This design comes from an exercise in tuning for small area and a short achievable clock period on the open sky130 flow, not from production work.
Function was not checked in any run shown here: the RTL went through the layout flow alone.
Power figures rest on the tool's default switching activity, not on a simulated workload.

==> flow/design.v (outline; a module is shown in full before it is edited, if it fits) <==
// module ioAddrDecoder: 257 lines
// module ioErrDecode: 7 lines
// module plicWideZero: 92 lines
// module gAnd: 10 lines
// module gAoi21: 8 lines
// module gOai21: 8 lines
// module gXor2: 9 lines
// module gAoi22: 9 lines
// module gAoi221: 10 lines
// module clintGeq64: 511 lines
// module clintEq64: 187 lines
// module clintInc64: 349 lines
// module ioReadMux: 129 lines
// module clintMtipNext: 25 lines
// module plicNext: 67 lines
// module ioPlatformTop: 190 lines
module ioPlatformTop #(
  parameter int NumHarts = 2,
  parameter int NumIrqs  = 8
) (
  input  logic                clk_i,
  input  logic                arstN_i,
  input  logic                reqValid_i,
  input  logic                reqWrite_i,
  input  ioPlatformPkg::ioAddrT              reqAddr_i,
  input  ioPlatformPkg::ioDataT              reqWdata_i,
  input  logic                uartIrq_i,
  input  logic                sdIrq_i,
  output logic                rspValid_o,
  output ioPlatformPkg::ioDataT              rspData_o,
  output logic                rspErr_o,
  output logic [NumHarts-1:0] msip_o,
  output logic [NumHarts-1:0] mtip_o,
  output logic [NumHarts-1:0] extIrq_o
);
  // ...
==> flow/flow/run.sh <==
#!/bin/bash
# Standard ORFS layout (the standard.sh, standard synthesis unchanged) with
# these layout choices changed:
#  - after synthesis every combinational cell is set to its smallest drive
#    strength (flow/downsize.tcl); the repair steps upsize where timing needs it
#  - port buffers are plain buf_2 cells instead of the delay cell buffer_ports
#    picks
#  - repair_timing aims for a setup margin near the period this design reaches
# make's full output goes to flow_make.log; ORFS keeps each step's log under
# orfs/logs.
set -euo pipefail
here=$(pwd)
bash standard.sh \
  SETUP_SLACK_MARGIN=9.1 \
  "BUFFER_PORTS_ARGS=-buffer_cell sky130_fd_sc_hd__buf_2" \
  POST_SYNTH_TCL="$here/flow/downsize.tcl" \
  finish > flow_make.log 2>&1
==> flow/flow/downsize.tcl <==
# Sets every combinational cell of the synthesized netlist to the smallest
# drive strength of its function (same cell name up to the _N suffix), so
# that the later repair steps upsize only where timing asks for it.
set n 0
foreach inst [get_cells *] {
  set master [get_property $inst ref_name]
  if { ![regexp {^(sky130_fd_sc_hd__([a-z0-9]+))_([0-9]+)$} $master -> base kind size] } {
    continue
  }
  # flip-flops keep the cell synthesis gave them; tie cells stay as they are
  if { [regexp {^(df|edf|sdf|sedf|dl|conb|clk|probe|lpflow|tap|fill|decap|diode)} $kind] } {
    continue
  }
  set best ""
  set bestArea 1e9
  foreach lc [get_lib_cells */${base}_*] {
    set name [get_property $lc name]
    if { ![regexp "^${base}_\[0-9\]+\$" $name] } { continue }
    if { [get_property $lc dont_use] } { continue }
    set area [get_property $lc area]
    # among cells of the same area, keep the strongest
    if { $area < $bestArea - 1e-3 || ($area < $bestArea + 1e-3 && $best ne ""
         && [get_property $lc name] > [get_property $best name]) } {
      set bestArea $area
      set best $lc
    }
  }
  if { $best ne "" && [get_property $best name] ne $master } {
    replace_cell $inst $best
    incr n
  }
}
puts "downsize: $n cells set to their smallest drive strength"
==> flow/standard.sh <==
#!/bin/bash
# synth_recipe.tcl (not shown) runs the flow's synth.tcl, then flattens the netlist and writes it again
# the make line also repeats each setting of config.mk as NAME=value (left out here)
make -C /OpenROAD-flow-scripts/flow DESIGN_CONFIG=/design/flow/config.mk WORK_HOME=/design/flow/orfs CLKGATE_MAP_FILE= SYNTH_SCRIPT=/design/flow/synth_recipe.tcl "${@:-finish}"
==> flow/config.mk <==
export PLATFORM = sky130hd
export DESIGN_NAME = ioPlatformTop
export DESIGN_NICKNAME = ioPlatformTop
export VERILOG_FILES = /design/flow/design.v
export SDC_FILE = /design/flow/constraint.sdc
export NUM_CORES = 4
export LEC_CHECK = 0
export CAP_MARGIN = 20
export CORE_MARGIN = 2
export CORE_UTILIZATION = 40
export CTS_BUF_LIST = sky130_fd_sc_hd__clkbuf_4 sky130_fd_sc_hd__clkbuf_8
export CTS_CLUSTER_DIAMETER = 70
export CTS_CLUSTER_SIZE = 14
export SLEW_MARGIN = 20
export SYNTH_HIERARCHICAL = 1
export TNS_END_PERCENT = 0
==> flow/constraint.sdc <==
create_clock -name core_clock -period 13.0 [get_ports {clk_i}]
set_input_delay 2.6000 -clock core_clock [delete_from_list [all_inputs] [get_ports {clk_i}]]
set_output_delay 2.6000 -clock core_clock [all_outputs]
set_load 0.01 [all_outputs]
==> impl_metrics.json, run 1 <==
{
  "outcome": "timing/DRC/antenna clean",
  "sh_seq_area_pct": 38.5,
  "cts_buffer_depth": 3,
  "initial_utilization_pct": 40.6,
  "p_switching_mw": 0.465,
  "crit_start": "reqAddr_i[29]",
  "clock_skew_ns": 0.0301,
  "worst-path-buf-inv": 5,
  "reg2reg_depth": 15,
  "drive_above_1_share_pct": 22.0,
  "hold_path.class": "reg2reg",
  "buffers_excl_clock": 194,
  "wire_per_inst_microns": 19.3,
  "clockRootBuffer": "clkbuf_8",
  "die_width_microns": 219,
  "worstHoldStart": "en1Q[3]",
  "dr.pass1.iters": 6,
  "p_comb_mw": 0.131,
  "p_total_mw": 1.88,
  "core_area_sq_um": 45400,
  "holdWs_ns": 0.495,
  "grt_most_used_layer": "met2",
  "fin_area_sq_um": 21200,
  "holdPathEnd": "rdQ[3]",
  "p_comb_share_pct": 7.0,
  "seqPwrFrac_pct": 54.4,
  "clock_buffers": 45,
  "worstReg2RegEnd": "mtipNQ[1]",
  "endpoint_kind": "flop",
  "clockPowerShare_pct": 38.6,
  "syn_area_per_cell_sq_um": 8.47,
  "top_layer": "met4",
  "fin_cells": 3003,
  "dominant-cell-class": "multi-input combinational cells"
}
==> module ioAddrDecoder, before the edit <==
module ioAddrDecoder (
  input  logic        valid_i,
  input  logic        write_i,
  input  logic [31:0] addr_i,
  input  logic [1:0]  cmpZero_i,
  output logic [23:0] wrWide_o,
  output logic [11:0] rdWide_o,
  output logic [18:0] wrCtrl_o,
  output logic [18:0] rdData_o,
  output logic [18:0] rdCtrl_o
);
  logic n1;
  gAnd #(.N(2), .INV(2'b00), .NEG(1'b0)) g1 (.x_i({write_i, valid_i}), .y_o(n1));
  logic n2;
  gAnd #(.N(2), .INV(2'b10), .NEG(1'b0)) g2 (.x_i({write_i, valid_i}), .y_o(n2));
  logic n3;
  gAnd #(.N(2), .INV(2'b10), .NEG(1'b0)) g3 (.x_i({addr_i[25], addr_i[24]}), .y_o(n3));
  logic n4;
  gAnd #(.N(2), .INV(2'b11), .NEG(1'b0)) g4 (.x_i({addr_i[27], addr_i[26]}), .y_o(n4));
  logic n5;
  gAnd #(.N(2), .INV(2'b10), .NEG(1'b0)) g5 (.x_i({addr_i[29], addr_i[28]}), .y_o(n5));
  logic n6;
  gAnd #(.N(2), .INV(2'b11), .NEG(1'b0)) g6 (.x_i({addr_i[31], addr_i[30]}), .y_o(n6));
  logic n7;
  gAnd #(.N(4), .INV(4'b0000), .NEG(1'b1)) g7 (.x_i({n6, n5, n4, n3}), .y_o(n7));
  logic n8;
  gAnd #(.N(2), .INV(2'b11), .NEG(1'b0)) g8 (.x_i({addr_i[17], addr_i[16]}), .y_o(n8));
  logic n9;
  gAnd #(.N(2), .INV(2'b11), .NEG(1'b0)) g9 (.x_i({addr_i[19], addr_i[18]}), .y_o(n9));
  logic n10;
  gAnd #(.N(2), .INV(2'b11), .NEG(1'b0)) g10 (.x_i({addr_i[21], addr_i[20]}), .y_o(n10));
  logic n11;
  gAnd #(.N(2), .INV(2'b10), .NEG(1'b0)) g11 (.x_i({addr_i[23], addr_i[22]}), .y_o(n11));
  logic n12;
  gAnd #(.N(4), .INV(4'b0000), .NEG(1'b1)) g12 (.x_i({n11, n10, n9, n8}), .y_o(n12));
  logic n13;
  gAnd #(.N(2), .INV(2'b11), .NEG(1'b0)) g13 (.x_i({n12, n7}), .y_o(n13));
  logic n14;
  gAnd #(.N(2), .INV(2'b11), .NEG(1'b0)) g14 (.x_i({addr_i[9], addr_i[8]}), .y_o(n14));
  logic n15;
  gAnd #(.N(2), .INV(2'b11), .NEG(1'b0)) g15 (.x_i({addr_i[11], addr_i[10]}), .y_o(n15));
  logic n16;
  gAnd #(.N(2), .INV(2'b11), .NEG(1'b0)) g16 (.x_i({addr_i[13], addr_i[12]}), .y_o(n16));
  logic n17;
  gAnd #(.N(2), .INV(2'b11), .NEG(1'b0)) g17 (.x_i({addr_i[15], addr_i[14]}), .y_o(n17));
  logic n18;
  gAnd #(.N(4), .INV(4'b0000), .NEG(1'b1)) g18 (.x_i({n17, n16, n15, n14}), .y_o(n18));
  logic n19;
  gAnd #(.N(2), .INV(2'b11), .NEG(1'b0)) g19 (.x_i({addr_i[1], addr_i[0]}), .y_o(n19));
  logic n20;
  gAnd #(.N(2), .INV(2'b11), .NEG(1'b0)) g20 (.x_i({addr_i[3], addr_i[2]}), .y_o(n20));
  logic n21;
  gAnd #(.N(2), .INV(2'b11), .NEG(1'b0)) g21 (.x_i({addr_i[5], addr_i[4]}), .y_o(n21));
  logic n22;
  gAnd #(.N(2), .INV(2'b11), .NEG(1'b0)) g22 (.x_i({addr_i[7], addr_i[6]}), .y_o(n22));
  logic n23;
  gAnd #(.N(4), .INV(4'b0000), .NEG(1'b1)) g23 (.x_i({n22, n21, n20, n19}), .y_o(n23));
  logic n24;
  gAnd #(.N(2), .INV(2'b11), .NEG(1'b0)) g24 (.x_i({n23, n18}), .y_o(n24));
  logic n25;
  gAnd #(.N(2), .INV(2'b01), .NEG(1'b0)) g25 (.x_i({addr_i[3], addr_i[2]}), .y_o(n25));
  logic n26;
  gAnd #(.N(4), .INV(4'b0000), .NEG(1'b1)) g26 (.x_i({n22, n21, n25, n19}), .y_o(n26));
  logic n27;
  gAnd #(.N(2), .INV(2'b11), .NEG(1'b0)) g27 (.x_i({n26, n18}), .y_o(n27));
  logic n28;
  gAnd #(.N(2), .INV(2'b10), .NEG(1'b0)) g28 (.x_i({addr_i[15], addr_i[14]}), .y_o(n28));
  logic n29;
  gAnd #(.N(4), .INV(4'b0000), .NEG(1'b1)) g29 (.x_i({n28, n16, n15, n14}), .y_o(n29));
  logic n30;
  gAnd #(.N(2), .INV(2'b11), .NEG(1'b0)) g30 (.x_i({n23, n29}), .y_o(n30));
  logic n31;
  gAnd #(.N(2), .INV(2'b11), .NEG(1'b0)) g31 (.x_i({n26, n29}), .y_o(n31));
  logic n32;
  gAnd #(.N(2), .INV(2'b00), .NEG(1'b0)) g32 (.x_i({addr_i[9], addr_i[8]}), .y_o(n32));
  logic n33;
  gAnd #(.N(2), .INV(2'b00), .NEG(1'b0)) g33 (.x_i({addr_i[11], addr_i[10]}), .y_o(n33));
  logic n34;
  gAnd #(.N(2), .INV(2'b00), .NEG(1'b0)) g34 (.x_i({addr_i[13], addr_i[12]}), .y_o(n34));
  logic n35;
  gAnd #(.N(2), .INV(2'b01), .NEG(1'b0)) g35 (.x_i({addr_i[15], addr_i[14]}), .y_o(n35));
  logic n36;
  gAnd #(.N(4), .INV(4'b0000), .NEG(1'b1)) g36 (.x_i({n35, n34, n33, n32}), .y_o(n36));
  logic n37;
  gAnd #(.N(2), .INV(2'b00), .NEG(1'b0)) g37 (.x_i({addr_i[5], addr_i[4]}), .y_o(n37));
  logic n38;
  gAnd #(.N(2), .INV(2'b00), .NEG(1'b0)) g38 (.x_i({addr_i[7], addr_i[6]}), .y_o(n38));
  logic n39;
  gAnd #(.N(4), .INV(4'b0000), .NEG(1'b1)) g39 (.x_i({n38, n37, n25, n19}), .y_o(n39));
  logic n40;
  gAnd #(.N(2), .INV(2'b11), .NEG(1'b0)) g40 (.x_i({n39, n36}), .y_o(n40));
  logic n41;
  gAnd #(.N(2), .INV(2'b11), .NEG(1'b0)) g41 (.x_i({addr_i[23], addr_i[22]}), .y_o(n41));
  logic n42;
  gAnd #(.N(4), .INV(4'b0000), .NEG(1'b1)) g42 (.x_i({n41, n10, n9, n8}), .y_o(n42));
  logic n43;
  gAnd #(.N(2), .INV(2'b11), .NEG(1'b0)) g43 (.x_i({n42, n7}), .y_o(n43));
  logic n44;
  gAnd #(.N(2), .INV(2'b10), .NEG(1'b0)) g44 (.x_i({addr_i[5], addr_i[4]}), .y_o(n44));
  logic n45;
  gAnd #(.N(4), .INV(4'b0000), .NEG(1'b1)) g45 (.x_i({n22, n44, n20, n19}), .y_o(n45));
  logic n46;
  gAnd #(.N(2), .INV(2'b11), .NEG(1'b0)) g46 (.x_i({n45, n18}), .y_o(n46));
  logic n47;
  gAnd #(.N(4), .INV(4'b0000), .NEG(1'b1)) g47 (.x_i({n22, n44, n25, n19}), .y_o(n47));
  logic n48;
  gAnd #(.N(2), .INV(2'b11), .NEG(1'b0)) g48 (.x_i({n47, n18}), .y_o(n48));
  logic n49;
  gAnd #(.N(2), .INV(2'b01), .NEG(1'b0)) g49 (.x_i({addr_i[5], addr_i[4]}), .y_o(n49));
  logic n50;
  gAnd #(.N(4), .INV(4'b0000), .NEG(1'b1)) g50 (.x_i({n22, n49, n20, n19}), .y_o(n50));
  logic n51;
  gAnd #(.N(2), .INV(2'b11), .NEG(1'b0)) g51 (.x_i({n50, n18}), .y_o(n51));
  logic n52;
  gAnd #(.N(4), .INV(4'b0000), .NEG(1'b1)) g52 (.x_i({n22, n49, n25, n19}), .y_o(n52));
  logic n53;
  gAnd #(.N(2), .INV(2'b11), .NEG(1'b0)) g53 (.x_i({n52, n18}), .y_o(n53));
  logic n54;
  gAnd #(.N(4), .INV(4'b0000), .NEG(1'b1)) g54 (.x_i({n22, n37, n20, n19}), .y_o(n54));
  logic n55;
  gAnd #(.N(2), .INV(2'b11), .NEG(1'b0)) g55 (.x_i({n54, n18}), .y_o(n55));
  logic n56;
  gAnd #(.N(4), .INV(4'b0000), .NEG(1'b1)) g56 (.x_i({n22, n37, n25, n19}), .y_o(n56));
  logic n57;
  gAnd #(.N(2), .INV(2'b11), .NEG(1'b0)) g57 (.x_i({n56, n18}), .y_o(n57));
  logic n58;
  gAnd #(.N(2), .INV(2'b10), .NEG(1'b0)) g58 (.x_i({addr_i[13], addr_i[12]}), .y_o(n58));
  logic n59;
  gAnd #(.N(4), .INV(4'b0000), .NEG(1'b1)) g59 (.x_i({n17, n58, n15, n14}), .y_o(n59));
  logic n60;
  gAnd #(.N(2), .INV(2'b11), .NEG(1'b0)) g60 (.x_i({n23, n59}), .y_o(n60));
  logic n61;
  gAnd #(.N(2), .INV(2'b01), .NEG(1'b0)) g61 (.x_i({addr_i[13], addr_i[12]}), .y_o(n61));
  logic n62;
  gAnd #(.N(4), .INV(4'b0000), .NEG(1'b1)) g62 (.x_i({n17, n61, n15, n14}), .y_o(n62));
  logic n63;
  gAnd #(.N(2), .INV(2'b11), .NEG(1'b0)) g63 (.x_i({n23, n62}), .y_o(n63));
  logic n64;
  gAnd #(.N(2), .INV(2'b01), .NEG(1'b0)) g64 (.x_i({addr_i[7], addr_i[6]}), .y_o(n64));
  logic n65;
  gAnd #(.N(4), .INV(4'b0000), .NEG(1'b1)) g65 (.x_i({n64, n21, n20, n19}), .y_o(n65));
  logic n66;
  gAnd #(.N(2), .INV(2'b11), .NEG(1'b0)) g66 (.x_i({n65, n62}), .y_o(n66));
  logic n67;
  gAnd #(.N(2), .INV(2'b01), .NEG(1'b0)) g67 (.x_i({addr_i[21], addr_i[20]}), .y_o(n67));
  logic n68;
  gAnd #(.N(4), .INV(4'b0000), .NEG(1'b1)) g68 (.x_i({n41, n67, n9, n8}), .y_o(n68));
  logic n69;
  gAnd #(.N(2), .INV(2'b11), .NEG(1'b0)) g69 (.x_i({n68, n7}), .y_o(n69));
  logic n70;
  gAnd #(.N(2), .INV(2'b11), .NEG(1'b0)) g70 (.x_i({n26, n59}), .y_o(n70));
  gAnd #(.N(3), .INV(3'b000), .NEG(1'b0)) g71 (.x_i({n1, n24, n13}), .y_o(wrCtrl_o[0]));
  gAnd #(.N(3), .INV(3'b000), .NEG(1'b0)) g72 (.x_i({n1, n27, n13}), .y_o(wrCtrl_o[1]));
  gAnd #(.N(3), .INV(3'b000), .NEG(1'b0)) g73 (.x_i({n1, n30, n13}), .y_o(wrCtrl_o[2]));
  gAnd #(.N(3), .INV(3'b000), .NEG(1'b0)) g74 (.x_i({n1, n31, n13}), .y_o(wrCtrl_o[3]));
  gAnd #(.N(3), .INV(3'b000), .NEG(1'b0)) g75 (.x_i({n1, n40, n13}), .y_o(wrCtrl_o[4]));
  gAnd #(.N(3), .INV(3'b000), .NEG(1'b0)) g76 (.x_i({n1, n27, n43}), .y_o(wrCtrl_o[5]));
  gAnd #(.N(3), .INV(3'b000), .NEG(1'b0)) g77 (.x_i({n1, n46, n43}), .y_o(wrCtrl_o[6]));
  gAnd #(.N(3), .INV(3'b000), .NEG(1'b0)) g78 (.x_i({n1, n48, n43}), .y_o(wrCtrl_o[7]));
  gAnd #(.N(3), .INV(3'b000), .NEG(1'b0)) g79 (.x_i({n1, n51, n43}), .y_o(wrCtrl_o[8]));
  gAnd #(.N(3), .INV(3'b000), .NEG(1'b0)) g80 (.x_i({n1, n53, n43}), .y_o(wrCtrl_o[9]));
  gAnd #(.N(3), .INV(3'b000), .NEG(1'b0)) g81 (.x_i({n1, n55, n43}), .y_o(wrCtrl_o[10]));
  gAnd #(.N(3), .INV(3'b000), .NEG(1'b0)) g82 (.x_i({n1, n57, n43}), .y_o(wrCtrl_o[11]));
  gAnd #(.N(3), .INV(3'b000), .NEG(1'b0)) g83 (.x_i({n1, n60, n43}), .y_o(wrCtrl_o[12]));
  gAnd #(.N(3), .INV(3'b000), .NEG(1'b0)) g84 (.x_i({n1, n63, n43}), .y_o(wrCtrl_o[13]));
  gAnd #(.N(3), .INV(3'b000), .NEG(1'b0)) g85 (.x_i({n1, n66, n43}), .y_o(wrCtrl_o[14]));
  gAnd #(.N(3), .INV(3'b000), .NEG(1'b0)) g86 (.x_i({n1, n24, n69}), .y_o(wrCtrl_o[15]));
  gAnd #(.N(3), .INV(3'b000), .NEG(1'b0)) g87 (.x_i({n1, n60, n69}), .y_o(wrCtrl_o[16]));
  gAnd #(.N(3), .INV(3'b000), .NEG(1'b0)) g88 (.x_i({n1, n27, n69}), .y_o(wrCtrl_o[17]));
  gAnd #(.N(3), .INV(3'b000), .NEG(1'b0)) g89 (.x_i({n1, n70, n69}), .y_o(wrCtrl_o[18]));
  gAnd #(.N(3), .INV(3'b000), .NEG(1'b0)) g90 (.x_i({n2, n24, n13}), .y_o(rdData_o[0]));
  gAnd #(.N(3), .INV(3'b000), .NEG(1'b0)) g91 (.x_i({n2, n27, n13}), .y_o(rdData_o[1]));
  gAnd #(.N(3), .INV(3'b000), .NEG(1'b0)) g92 (.x_i({n2, n30, n13}), .y_o(rdData_o[2]));
  gAnd #(.N(3), .INV(3'b000), .NEG(1'b0)) g93 (.x_i({n2, n31, n13}), .y_o(rdData_o[3]));
  gAnd #(.N(3), .INV(3'b000), .NEG(1'b0)) g94 (.x_i({n2, n40, n13}), .y_o(rdData_o[4]));
  gAnd #(.N(3), .INV(3'b000), .NEG(1'b0)) g95 (.x_i({n2, n27, n43}), .y_o(rdData_o[5]));
  gAnd #(.N(3), .INV(3'b000), .NEG(1'b0)) g96 (.x_i({n2, n46, n43}), .y_o(rdData_o[6]));
  gAnd #(.N(3), .INV(3'b000), .NEG(1'b0)) g97 (.x_i({n2, n48, n43}), .y_o(rdData_o[7]));
  gAnd #(.N(3), .INV(3'b000), .NEG(1'b0)) g98 (.x_i({n2, n51, n43}), .y_o(rdData_o[8]));
  gAnd #(.N(3), .INV(3'b000), .NEG(1'b0)) g99 (.x_i({n2, n53, n43}), .y_o(rdData_o[9]));
  gAnd #(.N(3), .INV(3'b000), .NEG(1'b0)) g100 (.x_i({n2, n55, n43}), .y_o(rdData_o[10]));
  gAnd #(.N(3), .INV(3'b000), .NEG(1'b0)) g101 (.x_i({n2, n57, n43}), .y_o(rdData_o[11]));
  gAnd #(.N(3), .INV(3'b000), .NEG(1'b0)) g102 (.x_i({n2, n60, n43}), .y_o(rdData_o[12]));
  gAnd #(.N(3), .INV(3'b000), .NEG(1'b0)) g103 (.x_i({n2, n63, n43}), .y_o(rdData_o[13]));
  gAnd #(.N(3), .INV(3'b000), .NEG(1'b0)) g104 (.x_i({n2, n66, n43}), .y_o(rdData_o[14]));
  gAnd #(.N(3), .INV(3'b000), .NEG(1'b0)) g105 (.x_i({n2, n24, n69}), .y_o(rdData_o[15]));
  gAnd #(.N(3), .INV(3'b000), .NEG(1'b0)) g106 (.x_i({n2, n60, n69}), .y_o(rdData_o[16]));
  gAnd #(.N(3), .INV(3'b000), .NEG(1'b0)) g107 (.x_i({n2, n27, n69}), .y_o(rdData_o[17]));
  gAnd #(.N(3), .INV(3'b000), .NEG(1'b0)) g108 (.x_i({n2, n70, n69}), .y_o(rdData_o[18]));
  gAnd #(.N(3), .INV(3'b000), .NEG(1'b0)) g109 (.x_i({n2, n24, n13}), .y_o(rdCtrl_o[0]));
  gAnd #(.N(3), .INV(3'b000), .NEG(1'b0)) g110 (.x_i({n2, n27, n13}), .y_o(rdCtrl_o[1]));
  gAnd #(.N(3), .INV(3'b000), .NEG(1'b0)) g111 (.x_i({n2, n30, n13}), .y_o(rdCtrl_o[2]));
  gAnd #(.N(3), .INV(3'b000), .NEG(1'b0)) g112 (.x_i({n2, n31, n13}), .y_o(rdCtrl_o[3]));
  gAnd #(.N(3), .INV(3'b000), .NEG(1'b0)) g113 (.x_i({n2, n40, n13}), .y_o(rdCtrl_o[4]));
  gAnd #(.N(3), .INV(3'b000), .NEG(1'b0)) g114 (.x_i({n2, n27, n43}), .y_o(rdCtrl_o[5]));
  gAnd #(.N(3), .INV(3'b000), .NEG(1'b0)) g115 (.x_i({n2, n46, n43}), .y_o(rdCtrl_o[6]));
  gAnd #(.N(3), .INV(3'b000), .NEG(1'b0)) g116 (.x_i({n2, n48, n43}), .y_o(rdCtrl_o[7]));
  gAnd #(.N(3), .INV(3'b000), .NEG(1'b0)) g117 (.x_i({n2, n51, n43}), .y_o(rdCtrl_o[8]));
  gAnd #(.N(3), .INV(3'b000), .NEG(1'b0)) g118 (.x_i({n2, n53, n43}), .y_o(rdCtrl_o[9]));
  gAnd #(.N(3), .INV(3'b000), .NEG(1'b0)) g119 (.x_i({n2, n55, n43}), .y_o(rdCtrl_o[10]));
  gAnd #(.N(3), .INV(3'b000), .NEG(1'b0)) g120 (.x_i({n2, n57, n43}), .y_o(rdCtrl_o[11]));
  gAnd #(.N(3), .INV(3'b000), .NEG(1'b0)) g121 (.x_i({n2, n60, n43}), .y_o(rdCtrl_o[12]));
  gAnd #(.N(3), .INV(3'b000), .NEG(1'b0)) g122 (.x_i({n2, n63, n43}), .y_o(rdCtrl_o[13]));
  gAnd #(.N(3), .INV(3'b000), .NEG(1'b0)) g123 (.x_i({n2, n66, n43}), .y_o(rdCtrl_o[14]));
  gAnd #(.N(3), .INV(3'b000), .NEG(1'b0)) g124 (.x_i({n2, n24, n69}), .y_o(rdCtrl_o[15]));
  gAnd #(.N(3), .INV(3'b000), .NEG(1'b0)) g125 (.x_i({n2, n60, n69}), .y_o(rdCtrl_o[16]));
  gAnd #(.N(3), .INV(3'b000), .NEG(1'b0)) g126 (.x_i({n2, n27, n69}), .y_o(rdCtrl_o[17]));
  gAnd #(.N(3), .INV(3'b000), .NEG(1'b0)) g127 (.x_i({n2, n70, n69}), .y_o(rdCtrl_o[18]));
  logic n128;
  gAnd #(.N(2), .INV(2'b11), .NEG(1'b0)) g128 (.x_i({n12, n7}), .y_o(n128));
  logic n129;
  gAnd #(.N(2), .INV(2'b11), .NEG(1'b0)) g129 (.x_i({n23, n29}), .y_o(n129));
  logic n130;
  gAnd #(.N(2), .INV(2'b11), .NEG(1'b0)) g130 (.x_i({n12, n7}), .y_o(n130));
  logic n131;
  gAnd #(.N(2), .INV(2'b11), .NEG(1'b0)) g131 (.x_i({n26, n29}), .y_o(n131));
  logic n132;
  gAnd #(.N(2), .INV(2'b11), .NEG(1'b0)) g132 (.x_i({n12, n7}), .y_o(n132));
  logic n133;
  gAnd #(.N(2), .INV(2'b11), .NEG(1'b0)) g133 (.x_i({n39, n36}), .y_o(n133));
  gAnd #(.N(3), .INV(3'b000), .NEG(1'b0)) g134 (.x_i({n1, n129, n128}), .y_o(wrWide_o[0]));
  gAnd #(.N(3), .INV(3'b000), .NEG(1'b0)) g135 (.x_i({n1, n131, n130}), .y_o(wrWide_o[1]));
  gAnd #(.N(3), .INV(3'b000), .NEG(1'b0)) g136 (.x_i({n1, n133, n132}), .y_o(wrWide_o[2]));
  gAnd #(.N(3), .INV(3'b000), .NEG(1'b0)) g137 (.x_i({n1, n129, n128}), .y_o(wrWide_o[3]));
  gAnd #(.N(3), .INV(3'b000), .NEG(1'b0)) g138 (.x_i({n1, n131, n130}), .y_o(wrWide_o[4]));
  gAnd #(.N(3), .INV(3'b000), .NEG(1'b0)) g139 (.x_i({n1, n133, n132}), .y_o(wrWide_o[5]));
  gAnd #(.N(3), .INV(3'b000), .NEG(1'b0)) g140 (.x_i({n1, n129, n128}), .y_o(wrWide_o[6]));
  gAnd #(.N(3), .INV(3'b000), .NEG(1'b0)) g141 (.x_i({n1, n131, n130}), .y_o(wrWide_o[7]));
  gAnd #(.N(3), .INV(3'b000), .NEG(1'b0)) g142 (.x_i({n1, n133, n132}), .y_o(wrWide_o[8]));
  gAnd #(.N(3), .INV(3'b000), .NEG(1'b0)) g143 (.x_i({n1, n129, n128}), .y_o(wrWide_o[9]));
  gAnd #(.N(3), .INV(3'b000), .NEG(1'b0)) g144 (.x_i({n1, n131, n130}), .y_o(wrWide_o[10]));
  gAnd #(.N(3), .INV(3'b000), .NEG(1'b0)) g145 (.x_i({n1, n133, n132}), .y_o(wrWide_o[11]));
  gAnd #(.N(3), .INV(3'b000), .NEG(1'b0)) g146 (.x_i({n1, n129, n128}), .y_o(wrWide_o[12]));
  gAnd #(.N(3), .INV(3'b000), .NEG(1'b0)) g147 (.x_i({n1, n131, n130}), .y_o(wrWide_o[13]));
  gAnd #(.N(3), .INV(3'b000), .NEG(1'b0)) g148 (.x_i({n1, n133, n132}), .y_o(wrWide_o[14]));
  gAnd #(.N(3), .INV(3'b000), .NEG(1'b0)) g149 (.x_i({n1, n129, n128}), .y_o(wrWide_o[15]));
  gAnd #(.N(3), .INV(3'b000), .NEG(1'b0)) g150 (.x_i({n1, n131, n130}), .y_o(wrWide_o[16]));
  gAnd #(.N(3), .INV(3'b000), .NEG(1'b0)) g151 (.x_i({n1, n133, n132}), .y_o(wrWide_o[17]));
  gAnd #(.N(3), .INV(3'b000), .NEG(1'b0)) g152 (.x_i({n1, n129, n128}), .y_o(wrWide_o[18]));
  gAnd #(.N(3), .INV(3'b000), .NEG(1'b0)) g153 (.x_i({n1, n131, n130}), .y_o(wrWide_o[19]));
  gAnd #(.N(3), .INV(3'b000), .NEG(1'b0)) g154 (.x_i({n1, n133, n132}), .y_o(wrWide_o[20]));
  gAnd #(.N(3), .INV(3'b000), .NEG(1'b0)) g155 (.x_i({n1, n129, n128}), .y_o(wrWide_o[21]));
  gAnd #(.N(3), .INV(3'b000), .NEG(1'b0)) g156 (.x_i({n1, n131, n130}), .y_o(wrWide_o[22]));
  gAnd #(.N(3), .INV(3'b000), .NEG(1'b0)) g157 (.x_i({n1, n133, n132}), .y_o(wrWide_o[23]));
  gAnd #(.N(4), .INV(4'b1000), .NEG(1'b0)) g158 (.x_i({cmpZero_i[0], n2, n129, n128}), .y_o(rdWide_o[0]));
  gAnd #(.N(4), .INV(4'b1000), .NEG(1'b0)) g159 (.x_i({cmpZero_i[1], n2, n131, n130}), .y_o(rdWide_o[1]));
  gAnd #(.N(3), .INV(3'b000), .NEG(1'b0)) g160 (.x_i({n2, n133, n132}), .y_o(rdWide_o[2]));
  gAnd #(.N(4), .INV(4'b1000), .NEG(1'b0)) g161 (.x_i({cmpZero_i[0], n2, n129, n128}), .y_o(rdWide_o[3]));
  gAnd #(.N(4), .INV(4'b1000), .NEG(1'b0)) g162 (.x_i({cmpZero_i[1], n2, n131, n130}), .y_o(rdWide_o[4]));
  gAnd #(.N(3), .INV(3'b000), .NEG(1'b0)) g163 (.x_i({n2, n133, n132}), .y_o(rdWide_o[5]));
  gAnd #(.N(4), .INV(4'b1000), .NEG(1'b0)) g164 (.x_i({cmpZero_i[0], n2, n129, n128}), .y_o(rdWide_o[6]));
  gAnd #(.N(4), .INV(4'b1000), .NEG(1'b0)) g165 (.x_i({cmpZero_i[1], n2, n131, n130}), .y_o(rdWide_o[7]));
  gAnd #(.N(3), .INV(3'b000), .NEG(1'b0)) g166 (.x_i({n2, n133, n132}), .y_o(rdWide_o[8]));
  gAnd #(.N(4), .INV(4'b1000), .NEG(1'b0)) g167 (.x_i({cmpZero_i[0], n2, n129, n128}), .y_o(rdWide_o[9]));
  gAnd #(.N(4), .INV(4'b1000), .NEG(1'b0)) g168 (.x_i({cmpZero_i[1], n2, n131, n130}), .y_o(rdWide_o[10]));
  gAnd #(.N(3), .INV(3'b000), .NEG(1'b0)) g169 (.x_i({n2, n133, n132}), .y_o(rdWide_o[11]));
endmodule
==> module plicNext, before the edit <==
module plicNext (
  input  logic [18:0] wr_i,
  input  logic [18:0] rd_i,
  input  logic [63:0] w_i,
  input  logic [2:1]  lines_i,
  input  logic [2:1]  pend_i,
  input  logic [2:1]  infl_i,
  input  logic [2:0]  prio1_i,
  input  logic [2:0]  prio2_i,
  input  logic [7:0]  en0_i,
  input  logic [7:0]  en1_i,
  input  logic [2:0]  thr0_i,
  input  logic [2:0]  thr1_i,
  output logic [2:1]  pend_o,
  output logic [2:1]  infl_o,
  output logic [1:0]  ext_o,
  output logic [1:0]  best0_o,
  output logic [1:0]  best1_o
);
  function automatic logic gt3(logic [2:0] x, logic [2:0] y);
    logic [2:0] g, l;
    g = x & ~y;
    l = ~x & y;
    gt3 = g[2] | (~l[2] & (g[1] | (~l[1] & g[0])));
  endfunction
  logic [2:0] prio [1:2];
  assign prio[1] = prio1_i;
  assign prio[2] = prio2_i;
  logic cand01, cand02, cand11, cand12, p2gt1;
  assign cand01 = pend_i[1] && en0_i[1] && prio1_i != 3'd0;
  assign cand02 = pend_i[2] && en0_i[2] && prio2_i != 3'd0;
  assign cand11 = pend_i[1] && en1_i[1] && prio1_i != 3'd0;
  assign cand12 = pend_i[2] && en1_i[2] && prio2_i != 3'd0;
  assign p2gt1  = gt3(prio2_i, prio1_i);
  assign best0_o = (cand02 && (!cand01 || p2gt1)) ? 2'd2 : cand01 ? 2'd1 : 2'd0;
  assign best1_o = (cand12 && (!cand11 || p2gt1)) ? 2'd2 : cand11 ? 2'd1 : 2'd0;
  logic [2:1] claim, complete, cplVal;
  logic       wLow, wAnyN;
  plicWideZero wideZero (.w_i(w_i), .anyN_o(wAnyN));
  assign wLow      = !wAnyN;
  assign cplVal[1] = wLow && w_i[2:0] == 3'd1;
  assign cplVal[2] = wLow && w_i[2:0] == 3'd2;
  assign claim[1]    = (rd_i[17] && best0_o == 2'd1) || (rd_i[18] && best1_o == 2'd1);
  assign claim[2]    = (rd_i[17] && best0_o == 2'd2) || (rd_i[18] && best1_o == 2'd2);
  assign complete[1] = (wr_i[17] || wr_i[18]) && cplVal[1];
  assign complete[2] = (wr_i[17] || wr_i[18]) && cplVal[2];
  assign pend_o = (pend_i | (lines_i & ~infl_i)) & ~claim;
  assign infl_o = (infl_i | claim) & ~complete;
  logic [2:1] term0, term1;
  always_comb begin
    for (int s = 1; s <= 2; s++) begin
      if (wr_i[4 + s]) begin
        term0[s] = en0_i[s] && gt3(w_i[2:0], thr0_i);
        term1[s] = en1_i[s] && gt3(w_i[2:0], thr1_i);
      end else begin
        term0[s] = wr_i[13] ? (w_i[s] && gt3(prio[s], thr0_i)) :
                   wr_i[15] ? (en0_i[s] && gt3(prio[s], w_i[2:0])) :
                              (en0_i[s] && gt3(prio[s], thr0_i));
        term1[s] = wr_i[14] ? (w_i[s] && gt3(prio[s], thr1_i)) :
                   wr_i[16] ? (en1_i[s] && gt3(prio[s], w_i[2:0])) :
                              (en1_i[s] && gt3(prio[s], thr1_i));
      end
    end
  end
  assign ext_o[0] = (pend_o[1] && term0[1]) || (pend_o[2] && term0[2]);
  assign ext_o[1] = (pend_o[1] && term1[1]) || (pend_o[2] && term1[2]);
endmodule
==> inputs of run 2 (changes only) <==
--- a/flow/design.v
+++ b/flow/design.v
@@ -229,53 +229,113 @@
   gAnd #(.N(3), .INV(3'b000), .NEG(1'b0)) g126 (.x_i({n2, n27, n69}), .y_o(rdCtrl_o[17]));
   gAnd #(.N(3), .INV(3'b000), .NEG(1'b0)) g127 (.x_i({n2, n70, n69}), .y_o(rdCtrl_o[18]));
   logic n128;
-  gAnd #(.N(2), .INV(2'b11), .NEG(1'b0)) g128 (.x_i({n12, n7}), .y_o(n128));
+  gAnd #(.N(2), .INV(2'b10), .NEG(1'b0)) g128 (.x_i({addr_i[25], addr_i[24]}), .y_o(n128));
   logic n129;
-  gAnd #(.N(2), .INV(2'b11), .NEG(1'b0)) g129 (.x_i({n23, n29}), .y_o(n129));
+  gAnd #(.N(2), .INV(2'b11), .NEG(1'b0)) g129 (.x_i({addr_i[27], addr_i[26]}), .y_o(n129));
   logic n130;
-  gAnd #(.N(2), .INV(2'b11), .NEG(1'b0)) g130 (.x_i({n12, n7}), .y_o(n130));
+  gAnd #(.N(2), .INV(2'b10), .NEG(1'b0)) g130 (.x_i({addr_i[29], addr_i[28]}), .y_o(n130));
   logic n131;
-  gAnd #(.N(2), .INV(2'b11), .NEG(1'b0)) g131 (.x_i({n26, n29}), .y_o(n131));
+  gAnd #(.N(2), .INV(2'b11), .NEG(1'b0)) g131 (.x_i({addr_i[31], addr_i[30]}), .y_o(n131));
   logic n132;
-  gAnd #(.N(2), .INV(2'b11), .NEG(1'b0)) g132 (.x_i({n12, n7}), .y_o(n132));
+  gAnd #(.N(4), .INV(4'b0000), .NEG(1'b1)) g132 (.x_i({n131, n130, n129, n128}), .y_o(n132));
   logic n133;
-  gAnd #(.N(2), .INV(2'b11), .NEG(1'b0)) g133 (.x_i({n39, n36}), .y_o(n133));
-  gAnd #(.N(3), .INV(3'b000), .NEG(1'b0)) g134 (.x_i({n1, n129, n128}), .y_o(wrWide_o[0]));
-  gAnd #(.N(3), .INV(3'b000), .NEG(1'b0)) g135 (.x_i({n1, n131, n130}), .y_o(wrWide_o[1]));
-  gAnd #(.N(3), .INV(3'b000), .NEG(1'b0)) g136 (.x_i({n1, n133, n132}), .y_o(wrWide_o[2]));
-  gAnd #(.N(3), .INV(3'b000), .NEG(1'b0)) g137 (.x_i({n1, n129, n128}), .y_o(wrWide_o[3]));
-  gAnd #(.N(3), .INV(3'b000), .NEG(1'b0)) g138 (.x_i({n1, n131, n130}), .y_o(wrWide_o[4]));
-  gAnd #(.N(3), .INV(3'b000), .NEG(1'b0)) g139 (.x_i({n1, n133, n132}), .y_o(wrWide_o[5]));
-  gAnd #(.N(3), .INV(3'b000), .NEG(1'b0)) g140 (.x_i({n1, n129, n128}), .y_o(wrWide_o[6]));
-  gAnd #(.N(3), .INV(3'b000), .NEG(1'b0)) g141 (.x_i({n1, n131, n130}), .y_o(wrWide_o[7]));
-  gAnd #(.N(3), .INV(3'b000), .NEG(1'b0)) g142 (.x_i({n1, n133, n132}), .y_o(wrWide_o[8]));
-  gAnd #(.N(3), .INV(3'b000), .NEG(1'b0)) g143 (.x_i({n1, n129, n128}), .y_o(wrWide_o[9]));
-  gAnd #(.N(3), .INV(3'b000), .NEG(1'b0)) g144 (.x_i({n1, n131, n130}), .y_o(wrWide_o[10]));
-  gAnd #(.N(3), .INV(3'b000), .NEG(1'b0)) g145 (.x_i({n1, n133, n132}), .y_o(wrWide_o[11]));
-  gAnd #(.N(3), .INV(3'b000), .NEG(1'b0)) g146 (.x_i({n1, n129, n128}), .y_o(wrWide_o[12]));
-  gAnd #(.N(3), .INV(3'b000), .NEG(1'b0)) g147 (.x_i({n1, n131, n130}), .y_o(wrWide_o[13]));
-  gAnd #(.N(3), .INV(3'b000), .NEG(1'b0)) g148 (.x_i({n1, n133, n132}), .y_o(wrWide_o[14]));
-  gAnd #(.N(3), .INV(3'b000), .NEG(1'b0)) g149 (.x_i({n1, n129, n128}), .y_o(wrWide_o[15]));
-  gAnd #(.N(3), .INV(3'b000), .NEG(1'b0)) g150 (.x_i({n1, n131, n130}), .y_o(wrWide_o[16]));
-  gAnd #(.N(3), .INV(3'b000), .NEG(1'b0)) g151 (.x_i({n1, n133, n132}), .y_o(wrWide_o[17]));
-  gAnd #(.N(3), .INV(3'b000), .NEG(1'b0)) g152 (.x_i({n1, n129, n128}), .y_o(wrWide_o[18]));
-  gAnd #(.N(3), .INV(3'b000), .NEG(1'b0)) g153 (.x_i({n1, n131, n130}), .y_o(wrWide_o[19]));
-  gAnd #(.N(3), .INV(3'b000), .NEG(1'b0)) g154 (.x_i({n1, n133, n132}), .y_o(wrWide_o[20]));
-  gAnd #(.N(3), .INV(3'b000), .NEG(1'b0)) g155 (.x_i({n1, n129, n128}), .y_o(wrWide_o[21]));
-  gAnd #(.N(3), .INV(3'b000), .NEG(1'b0)) g156 (.x_i({n1, n131, n130}), .y_o(wrWide_o[22]));
-  gAnd #(.N(3), .INV(3'b000), .NEG(1'b0)) g157 (.x_i({n1, n133, n132}), .y_o(wrWide_o[23]));
-  gAnd #(.N(4), .INV(4'b1000), .NEG(1'b0)) g158 (.x_i({cmpZero_i[0], n2, n129, n128}), .y_o(rdWide_o[0]));
-  gAnd #(.N(4), .INV(4'b1000), .NEG(1'b0)) g159 (.x_i({cmpZero_i[1], n2, n131, n130}), .y_o(rdWide_o[1]));
-  gAnd #(.N(3), .INV(3'b000), .NEG(1'b0)) g160 (.x_i({n2, n133, n132}), .y_o(rdWide_o[2]));
-  gAnd #(.N(4), .INV(4'b1000), .NEG(1'b0)) g161 (.x_i({cmpZero_i[0], n2, n129, n128}), .y_o(rdWide_o[3]));
-  gAnd #(.N(4), .INV(4'b1000), .NEG(1'b0)) g162 (.x_i({cmpZero_i[1], n2, n131, n130}), .y_o(rdWide_o[4]));
-  gAnd #(.N(3), .INV(3'b000), .NEG(1'b0)) g163 (.x_i({n2, n133, n132}), .y_o(rdWide_o[5]));
-  gAnd #(.N(4), .INV(4'b1000), .NEG(1'b0)) g164 (.x_i({cmpZero_i[0], n2, n129, n128}), .y_o(rdWide_o[6]));
-  gAnd #(.N(4), .INV(4'b1000), .NEG(1'b0)) g165 (.x_i({cmpZero_i[1], n2, n131, n130}), .y_o(rdWide_o[7]));
-  gAnd #(.N(3), .INV(3'b000), .NEG(1'b0)) g166 (.x_i({n2, n133, n132}), .y_o(rdWide_o[8]));
-  gAnd #(.N(4), .INV(4'b1000), .NEG(1'b0)) g167 (.x_i({cmpZero_i[0], n2, n129, n128}), .y_o(rdWide_o[9]));
-  gAnd #(.N(4), .INV(4'b1000), .NEG(1'b0)) g168 (.x_i({cmpZero_i[1], n2, n131, n130}), .y_o(rdWide_o[10]));
-  gAnd #(.N(3), .INV(3'b000), .NEG(1'b0)) g169 (.x_i({n2, n133, n132}), .y_o(rdWide_o[11]));
+  gAnd #(.N(2), .INV(2'b11), .NEG(1'b0)) g133 (.x_i({addr_i[17], addr_i[16]}), .y_o(n133));
+  logic n134;
+  gAnd #(.N(2), .INV(2'b11), .NEG(1'b0)) g134 (.x_i({addr_i[19], addr_i[18]}), .y_o(n134));
+  logic n135;
+  gAnd #(.N(2), .INV(2'b11), .NEG(1'b0)) g135 (.x_i({addr_i[21], addr_i[20]}), .y_o(n135));
+  logic n136;
+  gAnd #(.N(2), .INV(2'b10), .NEG(1'b0)) g136 (.x_i({addr_i[23], addr_i[22]}), .y_o(n136));
+  logic n137;
+  gAnd #(.N(4), .INV(4'b0000), .NEG(1'b1)) g137 (.x_i({n136, n135, n134, n133}), .y_o(n137));
+  logic n138;
+  gAnd #(.N(2), .INV(2'b11), .NEG(1'b0)) g138 (.x_i({n137, n132}), .y_o(n138));
+  logic n139;
+  gAnd #(.N(2), .INV(2'b11), .NEG(1'b0)) g139 (.x_i({addr_i[9], addr_i[8]}), .y_o(n139));
+  logic n140;
+  gAnd #(.N(2), .INV(2'b11), .NEG(1'b0)) g140 (.x_i({addr_i[11], addr_i[10]}), .y_o(n140));
+  logic n141;
+  gAnd #(.N(2), .INV(2'b11), .NEG(1'b0)) g141 (.x_i({addr_i[13], addr_i[12]}), .y_o(n141));
+  logic n142;
+  gAnd #(.N(2), .INV(2'b10), .NEG(1'b0)) g142 (.x_i({addr_i[15], addr_i[14]}), .y_o(n142));
+  logic n143;
+  gAnd #(.N(4), .INV(4'b0000), .NEG(1'b1)) g143 (.x_i({n142, n141, n140, n139}), .y_o(n143));
+  logic n144;
+  gAnd #(.N(2), .INV(2'b11), .NEG(1'b0)) g144 (.x_i({addr_i[1], addr_i[0]}), .y_o(n144));
+  logic n145;
+  gAnd #(.N(2), .INV(2'b11), .NEG(1'b0)) g145 (.x_i({addr_i[3], addr_i[2]}), .y_o(n145));
+  logic n146;
+  gAnd #(.N(2), .INV(2'b11), .NEG(1'b0)) g146 (.x_i({addr_i[5], addr_i[4]}), .y_o(n146));
+  logic n147;
+  gAnd #(.N(2), .INV(2'b11), .NEG(1'b0)) g147 (.x_i({addr_i[7], addr_i[6]}), .y_o(n147));
+  logic n148;
+  gAnd #(.N(4), .INV(4'b0000), .NEG(1'b1)) g148 (.x_i({n147, n146, n145, n144}), .y_o(n148));
+  logic n149;
+  gAnd #(.N(2), .INV(2'b11), .NEG(1'b0)) g149 (.x_i({n148, n143}), .y_o(n149));
+  logic n150;
+  gAnd #(.N(2), .INV(2'b11), .NEG(1'b0)) g150 (.x_i({n137, n132}), .y_o(n150));
+  logic n151;
+  gAnd #(.N(2), .INV(2'b01), .NEG(1'b0)) g151 (.x_i({addr_i[3], addr_i[2]}), .y_o(n151));
+  logic n152;
+  gAnd #(.N(4), .INV(4'b0000), .NEG(1'b1)) g152 (.x_i({n147, n146, n151, n144}), .y_o(n152));
+  logic n153;
+  gAnd #(.N(2), .INV(2'b11), .NEG(1'b0)) g153 (.x_i({n152, n143}), .y_o(n153));
+  logic n154;
+  gAnd #(.N(2), .INV(2'b11), .NEG(1'b0)) g154 (.x_i({n137, n132}), .y_o(n154));
+  logic n155;
+  gAnd #(.N(2), .INV(2'b00), .NEG(1'b0)) g155 (.x_i({addr_i[9], addr_i[8]}), .y_o(n155));
+  logic n156;
+  gAnd #(.N(2), .INV(2'b00), .NEG(1'b0)) g156 (.x_i({addr_i[11], addr_i[10]}), .y_o(n156));
+  logic n157;
+  gAnd #(.N(2), .INV(2'b00), .NEG(1'b0)) g157 (.x_i({addr_i[13], addr_i[12]}), .y_o(n157));
+  logic n158;
+  gAnd #(.N(2), .INV(2'b01), .NEG(1'b0)) g158 (.x_i({addr_i[15], addr_i[14]}), .y_o(n158));
+  logic n159;
+  gAnd #(.N(4), .INV(4'b0000), .NEG(1'b1)) g159 (.x_i({n158, n157, n156, n155}), .y_o(n159));
+  logic n160;
+  gAnd #(.N(2), .INV(2'b00), .NEG(1'b0)) g160 (.x_i({addr_i[5], addr_i[4]}), .y_o(n160));
+  logic n161;
+  gAnd #(.N(2), .INV(2'b00), .NEG(1'b0)) g161 (.x_i({addr_i[7], addr_i[6]}), .y_o(n161));
+  logic n162;
+  gAnd #(.N(4), .INV(4'b0000), .NEG(1'b1)) g162 (.x_i({n161, n160, n151, n144}), .y_o(n162));
+  logic n163;
+  gAnd #(.N(2), .INV(2'b11), .NEG(1'b0)) g163 (.x_i({n162, n159}), .y_o(n163));
+  gAnd #(.N(3), .INV(3'b000), .NEG(1'b0)) g164 (.x_i({n1, n149, n138}), .y_o(wrWide_o[0]));
+  gAnd #(.N(3), .INV(3'b000), .NEG(1'b0)) g165 (.x_i({n1, n153, n150}), .y_o(wrWide_o[1]));
+  gAnd #(.N(3), .INV(3'b000), .NEG(1'b0)) g166 (.x_i({n1, n163, n154}), .y_o(wrWide_o[2]));
+  gAnd #(.N(3), .INV(3'b000), .NEG(1'b0)) g167 (.x_i({n1, n149, n138}), .y_o(wrWide_o[3]));
+  gAnd #(.N(3), .INV(3'b000), .NEG(1'b0)) g168 (.x_i({n1, n153, n150}), .y_o(wrWide_o[4]));
+  gAnd #(.N(3), .INV(3'b000), .NEG(1'b0)) g169 (.x_i({n1, n163, n154}), .y_o(wrWide_o[5]));
+  gAnd #(.N(3), .INV(3'b000), .NEG(1'b0)) g170 (.x_i({n1, n149, n138}), .y_o(wrWide_o[6]));
+  gAnd #(.N(3), .INV(3'b000), .NEG(1'b0)) g171 (.x_i({n1, n153, n150}), .y_o(wrWide_o[7]));
+  gAnd #(.N(3), .INV(3'b000), .NEG(1'b0)) g172 (.x_i({n1, n163, n154}), .y_o(wrWide_o[8]));
+  gAnd #(.N(3), .INV(3'b000), .NEG(1'b0)) g173 (.x_i({n1, n149, n138}), .y_o(wrWide_o[9]));
+  gAnd #(.N(3), .INV(3'b000), .NEG(1'b0)) g174 (.x_i({n1, n153, n150}), .y_o(wrWide_o[10]));
+  gAnd #(.N(3), .INV(3'b000), .NEG(1'b0)) g175 (.x_i({n1, n163, n154}), .y_o(wrWide_o[11]));
+  gAnd #(.N(3), .INV(3'b000), .NEG(1'b0)) g176 (.x_i({n1, n149, n138}), .y_o(wrWide_o[12]));
+  gAnd #(.N(3), .INV(3'b000), .NEG(1'b0)) g177 (.x_i({n1, n153, n150}), .y_o(wrWide_o[13]));
+  gAnd #(.N(3), .INV(3'b000), .NEG(1'b0)) g178 (.x_i({n1, n163, n154}), .y_o(wrWide_o[14]));
+  gAnd #(.N(3), .INV(3'b000), .NEG(1'b0)) g179 (.x_i({n1, n149, n138}), .y_o(wrWide_o[15]));
+  gAnd #(.N(3), .INV(3'b000), .NEG(1'b0)) g180 (.x_i({n1, n153, n150}), .y_o(wrWide_o[16]));
+  gAnd #(.N(3), .INV(3'b000), .NEG(1'b0)) g181 (.x_i({n1, n163, n154}), .y_o(wrWide_o[17]));
+  gAnd #(.N(3), .INV(3'b000), .NEG(1'b0)) g182 (.x_i({n1, n149, n138}), .y_o(wrWide_o[18]));
+  gAnd #(.N(3), .INV(3'b000), .NEG(1'b0)) g183 (.x_i({n1, n153, n150}), .y_o(wrWide_o[19]));
+  gAnd #(.N(3), .INV(3'b000), .NEG(1'b0)) g184 (.x_i({n1, n163, n154}), .y_o(wrWide_o[20]));
+  gAnd #(.N(3), .INV(3'b000), .NEG(1'b0)) g185 (.x_i({n1, n149, n138}), .y_o(wrWide_o[21]));
+  gAnd #(.N(3), .INV(3'b000), .NEG(1'b0)) g186 (.x_i({n1, n153, n150}), .y_o(wrWide_o[22]));
+  gAnd #(.N(3), .INV(3'b000), .NEG(1'b0)) g187 (.x_i({n1, n163, n154}), .y_o(wrWide_o[23]));
+  gAnd #(.N(4), .INV(4'b1000), .NEG(1'b0)) g188 (.x_i({cmpZero_i[0], n2, n149, n138}), .y_o(rdWide_o[0]));
+  gAnd #(.N(4), .INV(4'b1000), .NEG(1'b0)) g189 (.x_i({cmpZero_i[1], n2, n153, n150}), .y_o(rdWide_o[1]));
+  gAnd #(.N(3), .INV(3'b000), .NEG(1'b0)) g190 (.x_i({n2, n163, n154}), .y_o(rdWide_o[2]));
+  gAnd #(.N(4), .INV(4'b1000), .NEG(1'b0)) g191 (.x_i({cmpZero_i[0], n2, n149, n138}), .y_o(rdWide_o[3]));
+  gAnd #(.N(4), .INV(4'b1000), .NEG(1'b0)) g192 (.x_i({cmpZero_i[1], n2, n153, n150}), .y_o(rdWide_o[4]));
+  gAnd #(.N(3), .INV(3'b000), .NEG(1'b0)) g193 (.x_i({n2, n163, n154}), .y_o(rdWide_o[5]));
+  gAnd #(.N(4), .INV(4'b1000), .NEG(1'b0)) g194 (.x_i({cmpZero_i[0], n2, n149, n138}), .y_o(rdWide_o[6]));
+  gAnd #(.N(4), .INV(4'b1000), .NEG(1'b0)) g195 (.x_i({cmpZero_i[1], n2, n153, n150}), .y_o(rdWide_o[7]));
+  gAnd #(.N(3), .INV(3'b000), .NEG(1'b0)) g196 (.x_i({n2, n163, n154}), .y_o(rdWide_o[8]));
+  gAnd #(.N(4), .INV(4'b1000), .NEG(1'b0)) g197 (.x_i({cmpZero_i[0], n2, n149, n138}), .y_o(rdWide_o[9]));
+  gAnd #(.N(4), .INV(4'b1000), .NEG(1'b0)) g198 (.x_i({cmpZero_i[1], n2, n153, n150}), .y_o(rdWide_o[10]));
+  gAnd #(.N(3), .INV(3'b000), .NEG(1'b0)) g199 (.x_i({n2, n163, n154}), .y_o(rdWide_o[11]));
 endmodule
 module ioErrDecode (
   input  logic        valid_i,
@@ -430,6 +490,26 @@
 );
   assign y_o = ~((a1_i & a2_i) | (b1_i & b2_i) | c1_i);
 endmodule
+module gAoi222 (
+  input  logic a1_i,
+  input  logic a2_i,
+  input  logic b1_i,
+  input  logic b2_i,
+  input  logic c1_i,
+  input  logic c2_i,
+  output logic y_o
+);
+  assign y_o = ~((a1_i & a2_i) | (b1_i & b2_i) | (c1_i & c2_i));
+endmodule
+module gAo22 (
+  input  logic a1_i,
+  input  logic a2_i,
+  input  logic b1_i,
+  input  logic b2_i,
+  output logic y_o
+);
+  assign y_o = (a1_i & a2_i) | (b1_i & b2_i);
+endmodule
 module clintGeq64 (
   input  logic [63:0] xN_i,
   input  logic [63:0] y_i,
@@ -1673,30 +1753,54 @@
   assign wLow      = !wAnyN;
   assign cplVal[1] = wLow && w_i[2:0] == 3'd1;
   assign cplVal[2] = wLow && w_i[2:0] == 3'd2;
-  assign claim[1]    = (rd_i[17] && best0_o == 2'd1) || (rd_i[18] && best1_o == 2'd1);
-  assign claim[2]    = (rd_i[17] && best0_o == 2'd2) || (rd_i[18] && best1_o == 2'd2);
+  logic [2:1] claimN, pendNc;
+  for (genvar i = 1; i <= 2; i++) begin : gClaim
+    gAoi22 claimGate (
+      .a1_i (rd_i[17]),
+      .a2_i (best0_o == 2'(i)),
+      .b1_i (rd_i[18]),
+      .b2_i (best1_o == 2'(i)),
+      .y_o  (claimN[i])
+    );
+    assign pendNc[i] = pend_i[i] | (lines_i[i] & ~infl_i[i]);
+    gAnd #(.N(2)) pendGate (.x_i({claimN[i], pendNc[i]}), .y_o(pend_o[i]));
+  end
+  assign claim[1]    = !claimN[1];
+  assign claim[2]    = !claimN[2];
   assign complete[1] = (wr_i[17] || wr_i[18]) && cplVal[1];
   assign complete[2] = (wr_i[17] || wr_i[18]) && cplVal[2];
-  assign pend_o = (pend_i | (lines_i & ~infl_i)) & ~claim;
   assign infl_o = (infl_i | claim) & ~complete;
-  logic [2:1] term0, term1;
-  always_comb begin
-    for (int s = 1; s <= 2; s++) begin
-      if (wr_i[4 + s]) begin
-        term0[s] = en0_i[s] && gt3(w_i[2:0], thr0_i);
-        term1[s] = en1_i[s] && gt3(w_i[2:0], thr1_i);
-      end else begin
-        term0[s] = wr_i[13] ? (w_i[s] && gt3(prio[s], thr0_i)) :
-                   wr_i[15] ? (en0_i[s] && gt3(prio[s], w_i[2:0])) :
-                              (en0_i[s] && gt3(prio[s], thr0_i));
-        term1[s] = wr_i[14] ? (w_i[s] && gt3(prio[s], thr1_i)) :
-                   wr_i[16] ? (en1_i[s] && gt3(prio[s], w_i[2:0])) :
-                              (en1_i[s] && gt3(prio[s], thr1_i));
-      end
+  logic [2:1] term [2];
+  for (genvar c = 0; c < 2; c++) begin : gCtx
+    logic [7:0] en;
+    logic [2:0] thr;
+    assign en  = c == 0 ? en0_i : en1_i;
+    assign thr = c == 0 ? thr0_i : thr1_i;
+    for (genvar i = 1; i <= 2; i++) begin : gSrc
+      logic tNone, tPrio, tEn, tThr, flipN;
+      assign tNone = en[i] && gt3(prio[i], thr);
+      assign tPrio = en[i] && gt3(w_i[2:0], thr);
+      assign tEn   = w_i[i] && gt3(prio[i], thr);
+      assign tThr  = en[i] && gt3(prio[i], w_i[2:0]);
+      gAoi222 flip (
+        .a1_i (wr_i[4 + i]),
+        .a2_i (tPrio ^ tNone),
+        .b1_i (wr_i[13 + c]),
+        .b2_i (tEn ^ tNone),
+        .c1_i (wr_i[15 + c]),
+        .c2_i (tThr ^ tNone),
+        .y_o  (flipN)
+      );
+      gXor2 #(.INV(1'b1)) pick (.a_i(tNone), .b_i(flipN), .y_o(term[c][i]));
     end
+    gAo22 extGate (
+      .a1_i (pend_o[1]),
+      .a2_i (term[c][1]),
+      .b1_i (pend_o[2]),
+      .b2_i (term[c][2]),
+      .y_o  (ext_o[c])
+    );
   end
-  assign ext_o[0] = (pend_o[1] && term0[1]) || (pend_o[2] && term0[2]);
-  assign ext_o[1] = (pend_o[1] && term1[1]) || (pend_o[2] && term1[2]);
 endmodule
 module ioPlatformTop #(
   parameter int NumHarts = 2,
--- a/flow/config.mk
+++ b/flow/config.mk
@@ -8,9 +8,6 @@
 export CAP_MARGIN = 20
 export CORE_MARGIN = 2
 export CORE_UTILIZATION = 40
-export CTS_BUF_LIST = sky130_fd_sc_hd__clkbuf_4 sky130_fd_sc_hd__clkbuf_8
-export CTS_CLUSTER_DIAMETER = 70
-export CTS_CLUSTER_SIZE = 14
 export SLEW_MARGIN = 20
 export SYNTH_HIERARCHICAL = 1
 export TNS_END_PERCENT = 0
==> run 2 against run 1 <==
Sequential cell count is the same. Hold slack gained 0.016 ns. Register-to-register slack gained 0.03 ns. Critical path depth shrank 1. Fmax grew 0.72%. Synthesized area grew 1.4%. Worst setup slack gained 0.028 ns. Cell count grew 2.0%. Clock skew shrank 0.010 ns. Critical path type unchanged. Critical endpoint is now extQ[1].
==> impl_metrics.json, run 2 <==
{
  "place_hpwl_microns": 43900,
  "cp.arrival_ns": 4.38,
  "fin_area_sq_um": 22100,
  "fin_crit_ns": 3.95,
  "p_sw_share_pct": 23.0,
  "numCtsBuffers": 38,
  "tns_ns": 0,
  "die_width_microns": 220,
  "critPathTopFamily": "compound AO/OA/AOI/OAI gates",
  "cp_common_cell": "xnor2_1",
  "drcViolationCount": 0,
  "required_ns": 13.43,
  "endpoint_kind": "flop",
  "die-area_sq_um": 48400,
  "final_cell_mix": "nor2_1 (317), nand2_1 (284), a21oi_1 (243)",
  "p_comb_share_pct": 6.3,
  "die_y_microns": 220,
  "place_area_sq_um": 20300,
  "seqCellArea_sq_um": 8160,
  "syn_to_final_growth_pct": 18.4,
  "dr.pass1.iters": 7,
  "grt_max_degree": 65,
  "p_total_mw": 2.27,
  "utilization_pct": 47.7,
  "setup_viol": 0,
  "reg2reg_depth": 16,
  "gp_congestion": 0.897,
  "pre_cts_slack_ns": 7.97,
  "grtUsageTotal_pct": 24.2,
  "cp-endpoint": "extQ[1]",
  "vias": 17400,
  "pin_count": 174,
  "syn_area_per_cell_sq_um": 8.45,
  "final_nets": 2524,
  "relSlewSlack_pct": 45.9,
  "internal-power_mw": 1.75,
  "tightest_slew_ns": 0.811,
  "finalWorstSetupSlack_ns": 9.05,
  "worst-path-buf-inv": 1,
  "grt_overflow": 0,
  "initial_utilization_pct": 40.3,
  "timing.fmax_mhz": 253,
  "cts_htree_levels": 2,
  "slew_viol_final": 0,
  "cp_slowest_cell": "a222oi_1",
  "cts_tree": "yes",
  "critPathLaunchType": "primary input",
  "worstPathCellList": "buf_16 > nor3b_4 > o22ai_2 > maj3_2 > xnor2_1 > and2_1 > a222oi_1 > xnor2_1 > a22o_1",
  "synthCells": 2211,
  "cts_sinks": 313,
  "clockPowerShare_pct": 48.6,
  "wirelength_microns": 60000,
  "layout_commonest_cell": "nor2_1",
  "p_switching_mw": 0.524,
  "drive_above_1_share_pct": 21.5,
  "holdWs_ns": 0.511,
  "cap_viol_max_count": 0,
  "grt_pass1_vias": 16400,
  "cts_buffer_depth": 3,
  "leakage_nw": 9.01,
  "clock_skew_ns": 0.0200,
  "num-fill-cells": 4355,
  "port-buffer-count": 173,
  "worst-path-stages": 9,
  "clk_pin_slew_ns": 0.06,
  "outcome": "timing/DRC/antenna clean",
  "ir_drop_v": 0.0000798,
  "rr_startpoint": "mtimeQ[0]",
  "grt_pass1_wl_microns": 90400,
  "yosysWarnings": 15,
  "dp_cells": 2969,
  "hold_path.class": "reg2reg",
  "power.density_nw_per_um2": 103,
  "antenna_found_initial": 2,
  "reg2reg_slack_ns": 9.24,
  "syn_nets": 2313,
  "core_area_sq_um": 46400,
  "netlist_area_sq_um": 18700,
  "fin_cells": 3063,
  "worstReg2RegEnd": "mtipNQ[1]",
  "max_stage_delay_ns": 0.43,
  "worst-path-max-fanout": 5,
  "clockRootBuffer": "clkbuf_16",
  "drtAntennaViolNets": 0,
  "wire_per_inst_microns": 19.6,
  "multiInputGateArea_sq_um": 10200,
  "hold_viol_final": 0,
  "path_class": "in2reg",
  "drt_iter0_drc": 1653,
  "routed_via_density": 5.67,
  "seqPwrFrac_pct": 45.2,
  "crit_start": "reqWdata_i[0]",
  "ctsHoldBuffers": 0,
  "clock_latency_ns": 0.56,
  "min_period_over_period_pct": 30.4,
  "rsz0062_at_grt": "true",
  "rows": 79
}
## run 2: final cells by class
class / instances / area share (%)
clock inverters: 14 / 0.707
well taps: 607 / 3.43
diodes: 4 / 0.0453
flip-flops and latches: 313 / 36.9
multi-input cells: 1733 / 46.1
inverters: 142 / 2.43
repair buffers: 194 / 5.14
clock buffers: 56 / 5.22
## run 2: how the worst min path moves through the flow
stage	start	to	slack (ns)	depth (start not counted)
3_5_place_dp	prioQ[6][2]	prioQ[6][2]	0.50	1
3_3_place_gp	prioQ[6][0]	prioQ[6][0]	0.49	1
5_1_grt	prioQ[6][2]	prioQ[6][2]	0.53	1
2_1_floorplan	en1Q[3]	rdQ[3]	0.45	2
4_1_cts	prioQ[6][2]	prioQ[6][2]	0.51	1
6_report	en0Q[3]	en0Q[3]	0.51	1
## run 2: per-layer routing
metal	global-route usage (%)	vias to the layer above	wire [microns]
met1	32.2	8312	26000
met3	4.02	126	4420
met2	39.1	642	27500
met5	0	-	0
met4	9.57	0	2100
li1	-	8283	-
## run 2: what timing repair did
action / in CTS / in global routing
pin swaps: 1 / 18
setup endpoints to repair: 290 / 290
gates cloned: 0 / 6
buffers inserted: 0 / 14
resized for setup: 41 / 65
## run 2: power groups by stage
stage / clock network [mW] / registers, mW / logic [mW]
floorplan: 0 / 1.05 / 0.0652
global placement: 0 / 1.05 / 0.129
detailed placement: 0 / 1.05 / 0.133
CTS: 1.13 / 1.03 / 0.135
global route: 1.17 / 1.03 / 0.159
finish: 1.10 / 1.03 / 0.143
## run 2: worst reg2reg max path, stage by stage, from the launching register on
cell and delay [ns]:
dfrtp_2 0.47, nand4_1 0.27, nor2_1 0.17, buf_4 0.24
nand4_1 0.12, buf_4 0.25, nor2_4 0.21, nor2b_1 0.19
xnor2_1 0.29, xor2_1 0.20, nand4_1 0.15, nor2_1 0.29
nand4_1 0.22, nor2_1 0.17, a22oi_1 0.08, o31ai_1 0.22
a221oi_1 0.08

## what the ideal ports hide
In the flow no input, the clock included, has a driving cell. The finished layouts below were timed again as built, in two steps. Step 1 sets driving cells, clkbuf_16 on the clock port and buf_2 on the other inputs (assumed; they add their load-dependent delay and slew). Step 2 moves the port delays by t, midway between the first and last clock arrival at a register: inputs arrive t later, outputs are due t later. That takes back most of the time a late clock gives input paths. a / b / c = no drivers / after step 1 / after step 2; a / b = the first two.
run	shift t [ns]	setup WS [ns]	worst hold slack (ns)	worst setup path at the end	clock arrival spread, ns
run 1	0.687	9.023 / 9.054 / 8.367	0.495 / 0.495 / 0.495	input to register	0.030 / 0.030
run 2	0.611	9.051 / 8.901 / 8.290	0.511 / 0.511 / 0.511	input to register	0.020 / 0.020
After both steps setup and hold are still met in every run listed. The setup slack of run 2, which loses most, moves by -0.150 ns with the drivers and by -0.761 ns with both steps.
